Background: an optimization exercise with open tools, aiming at small area. Do not read the settings as production practice.
The RTL was checked by simulation tests, not by an equivalence proof against the original design.
No activity file was given, so power comes from the tool's default toggle rates.

==> inputs of v29 <==
// pipe_scene_top
module pipe_scene_top (
    input  logic                 clk,
    input  logic                 rst_i,
    input  logic                 cen_i,
    input  logic                 fast_i,
    input  logic [1:0]           vh_blank_i,
    input  logic [2:0]           dvh_sync_i,
    output logic [2:0]           dvh_sync_o,
    output pipe_scene_pkg::rgb_t vid_rgb_o
);
    logic [10:0] x;
    logic [10:0] yd;
    logic        active;
    logic        frame_start;
    logic [9:0]  a;
    logic [39:0] gap;
    raster_counter u_raster_counter (
        .clk           (clk),
        .rst_i         (rst_i),
        .cen_i         (cen_i),
        .vh_blank_i    (vh_blank_i),
        .dvh_sync_i    (dvh_sync_i),
        .x_o           (x),
        .yd_o          (yd),
        .active_o      (active),
        .frame_start_o (frame_start)
    );
    pipe_scroller u_pipe_scroller (
        .clk           (clk),
        .rst_i         (rst_i),
        .cen_i         (cen_i),
        .fast_i        (fast_i),
        .frame_start_i (frame_start),
        .a_o           (a),
        .gap_o         (gap)
    );
    pixel_composer u_pixel_composer (
  ...
==> module pixel_composer, before the edit <==
module pixel_composer (
    input  logic        clk,
    input  logic        rst_i,
    input  logic        cen_i,
    input  logic [10:0] x_i,
    input  logic [10:0] yd_i,
    input  logic        active_i,
    input  logic [9:0]  a_i,
    input  logic [39:0] gap_i,
    input  logic [2:0]  dvh_sync_i,
    output logic [2:0]  dvh_sync_o,
    output logic [23:0] vid_rgb_o
);
    logic [9:0]  f;
    logic [10:0] fc;
    logic [1:0]  r;
    logic [5:0]  w;
    logic [6:0]  wb;
    logic        in_win;
    logic        u0, u1, u22;
    logic [9:0]  hsel;
    logic [9:0]  t;
    logic [10:0] tc;
    logic        in_gap;
    logic        hit;
    logic        dark, light;
    logic [7:0]  b_d;
    logic [7:0]  b_q;
    logic [2:0]  sync_q;
    logic        sky;
    always_comb begin
        fc[0] = 1'b0;
        for (int i = 0; i < 10; i++) begin
            f[i]    = (i < 9 ? x_i[i+2] : 1'b0) ^ a_i[i] ^ fc[i];
            fc[i+1] = ((i < 9 ? x_i[i+2] : 1'b0) & a_i[i]) | ((i < 9 ? x_i[i+2] : 1'b0) & fc[i]) | (a_i[i] & fc[i]);
        end
    end
    assign r = f[8:7];
    always_comb begin
        wb[0] = 1'b0;
        for (int i = 0; i < 6; i++) begin
            w[i]    = f[i+1] ^ (i < 2 ? r[i] : 1'b0) ^ wb[i];
            wb[i+1] = (~f[i+1] & ((i < 2 ? r[i] : 1'b0) | wb[i])) | ((i < 2 ? r[i] : 1'b0) & wb[i]);
        end
    end
    assign in_win = ~f[9] & ~wb[6] & ((w <= 6'd10) || (w == 6'd11 && ~f[0] && ~x_i[1]));
    assign u0     = (w == 6'd0) & ~f[0];
    assign u1     = (w == 6'd0) & f[0];
    assign u22    = (w == 6'd11) & ~f[0];
    always_comb begin
        hsel = ({10{r == 2'd0}} & gap_i[9:0])   | ({10{r == 2'd1}} & gap_i[19:10]) |
               ({10{r == 2'd2}} & gap_i[29:20]) | ({10{r == 2'd3}} & gap_i[39:30]);
    end
    always_comb begin
        tc[0] = 1'b0;
        for (int i = 0; i < 10; i++) begin
            t[i]    = yd_i[i] ^ hsel[i] ^ tc[i];
            tc[i+1] = (yd_i[i] & hsel[i]) | (yd_i[i] & tc[i]) | (hsel[i] & tc[i]);
        end
    end
    assign in_gap = (t[9:8] == 2'b00) && (t[7:4] != 4'b1111);
    assign hit   = active_i && in_win && !in_gap;
    assign dark  = (u0 && !x_i[1]) || u22;
    assign light = (u0 && x_i[1]) || (u1 && !x_i[1]);
    always_comb begin
        if (hit) begin
            b_d = dark ? 8'h1F : light ? 8'h6A : 8'h30;
        end else if (yd_i <= 11'd727) begin
            b_d = 8'h13;
        end else if (yd_i <= 11'd807) begin
            b_d = 8'h57;
        end else if (yd_i >= 11'd960) begin
            b_d = yd_i[10:3];
        end else begin
            b_d = 8'd120;
        end
    end
    always_ff @(posedge clk or posedge rst_i) begin
        if (rst_i) begin
            b_q    <= '0;
            sync_q <= '0;
        end else if (cen_i) begin
            b_q    <= b_d;
            sync_q <= dvh_sync_i;
        end
    end
    assign sky = b_q[7] | (b_q[6] & b_q[5] & b_q[4] & b_q[3]);
    assign vid_rgb_o[7:0]  = b_q;
    assign vid_rgb_o[8]    = b_q[0] & ~b_q[3] & ~b_q[7];
    assign vid_rgb_o[9]    = sky | (b_q[0] & b_q[6]);
    assign vid_rgb_o[10]   = sky | (b_q[0] & ~b_q[2]);
    assign vid_rgb_o[11]   = sky | (b_q[0] & b_q[6]);
    assign vid_rgb_o[12]   = b_q[5] & ~sky;
    assign vid_rgb_o[13]   = b_q[3] & ~sky;
    assign vid_rgb_o[14]   = b_q[7] | b_q[5] | (b_q[0] ^ b_q[2]);
    assign vid_rgb_o[15]   = b_q[7] | b_q[5] | b_q[2];
    assign vid_rgb_o[16]   = sky | (b_q[0] & ~b_q[6]);
    assign vid_rgb_o[17]   = sky | b_q[1];
    assign vid_rgb_o[18]   = sky | b_q[2];
    assign vid_rgb_o[19]   = b_q[1] & ~sky;
    assign vid_rgb_o[20]   = ~b_q[7] & (b_q[3] ^ b_q[5]);
    assign vid_rgb_o[21]   = ~sky & (b_q[5] | b_q[6]);
    assign vid_rgb_o[22]   = ~b_q[0] & b_q[1] & ~sky;
    assign vid_rgb_o[23]   = sky | (b_q[0] & ~b_q[2]);
    assign dvh_sync_o = sync_q;
endmodule
clock: 16.0 ns
lec_check: 0
cap_margin: 20
core_margin: 2
core_utilization: 65
slew_margin: 20
standard.sh (not shown) runs the stock make flow with config.mk's settings and CLKGATE_MAP_FILE= SYNTH_SCRIPT=/design/flow/synth_recipe.tcl, a recipe that flattens the netlist after the stock synthesis.
==> flow/flow/run.sh <==
#!/bin/bash
# ORFS layout with three changes from the standard one:
#  - synthesis maps logic with an area-oriented ABC script (flow/abc_area.script)
#    in place of ORFS's speed script, and leaves adders to ABC too (no
#    ADDER_MAP_FILE); everything else in synthesis, and so every register, is as
#    in the standard synthesis;
#  - ports are buffered with the smallest buffer;
#  - CTS uses clkbuf_8 and no dummy loads.
set -euo pipefail
WORK=$(pwd)
cat > "$WORK/my_synth.tcl" <<TCL
proc abc {args} {
  set i [lsearch -exact \$args -script]
  if {\$i >= 0} { set args [lreplace \$args [expr {\$i+1}] [expr {\$i+1}] $WORK/flow/abc_area.script] }
  yosys abc {*}\$args
}
source $WORK/synth_recipe.tcl
TCL
sed "s#SYNTH_SCRIPT=[^ ]*#SYNTH_SCRIPT=$WORK/my_synth.tcl ADDER_MAP_FILE=#" standard.sh > my_standard.sh
grep -q "SYNTH_SCRIPT=$WORK/my_synth.tcl" my_standard.sh
export BUFFER_PORTS_ARGS="-buffer_cell sky130_fd_sc_hd__buf_1"
export CTS_ARGS="-sink_clustering_enable -repair_clock_nets -dont_use_dummy_load -buf_list sky130_fd_sc_hd__clkbuf_8"
bash my_standard.sh > standard_flow.log 2>&1
==> flow/flow/abc_area.script <==
strash
&get -n
&fraig -x
&deepsyn -T 20
&put
dch -f
amap
==> inputs of v32, as changes to v29 <==
--- a/flow/design.v
+++ b/flow/design.v
@@ -180,4 +180,8 @@
     always_comb begin
-        hsel = ({10{r == 2'd0}} & gap_i[9:0])   | ({10{r == 2'd1}} & gap_i[19:10]) |
-               ({10{r == 2'd2}} & gap_i[29:20]) | ({10{r == 2'd3}} & gap_i[39:30]);
+        case (r)
+            2'd0:    hsel = gap_i[9:0];
+            2'd1:    hsel = gap_i[19:10];
+            2'd2:    hsel = gap_i[29:20];
+            default: hsel = gap_i[39:30];
+        endcase
     end
Settings changed: CORE_UTILIZATION 65 to 40.
==> notes.md <==
item	v32	v29
Run status	complete, no violations	complete, no violations
Layout Nets	657	645
Tot Pwr	749.6 µW	716.7 µW
Sequential cell area fraction in the yosys report	51.09%	51.60%
Synthesized area	5094 µm²	5044 µm²
Layout clock area frac	2.217%	2.275%
DR vias	4357	4331
Clk slew on worst S/H paths	0.08 ns	0.09 ns
Netlist cell types	41	38
Buffering overhead	2.888%	2.827%
Gr usage total	17.86%	28.24%
Share of power burned in the clock network	17.3%	17.8%
Die height	116.8 µm	92.09 µm
Number of combinational gates with multiple inputs	387	382
Arrival time worst endpoint	6.90 ns	7.09 ns
Register share of total power	44.4%	46.6%

-- separate check: timing with driven ports --
In the flow no input, the clock included, has a driving cell. The finished layouts below were timed again as built, in two steps.
Step 1 sets driving cells, clkbuf_16 on the clock port and buf_2 on the other inputs (assumed; they add their load-dependent delay and slew).
Step 2 also shifts input and output timing later by t, the mid clock arrival at the registers, as if the neighbouring blocks saw the same clock.
a / b / c = no drivers / after step 1 / after step 2; a / b = the first two.
run | shift t [ns] | slack for setup (ns) | worst register clock-pin slew, ns
v29 | 0.386 | 9.171 / 9.184 / 8.798 | 0.11 / 0.11
v32 | 0.402 | 9.384 / 9.395 / 8.992 | 0.09 / 0.09
After both steps setup and hold are still met in every run listed. The setup slack of v32, which loses most, moves by +0.011 ns with the drivers and by -0.392 ns with both steps.
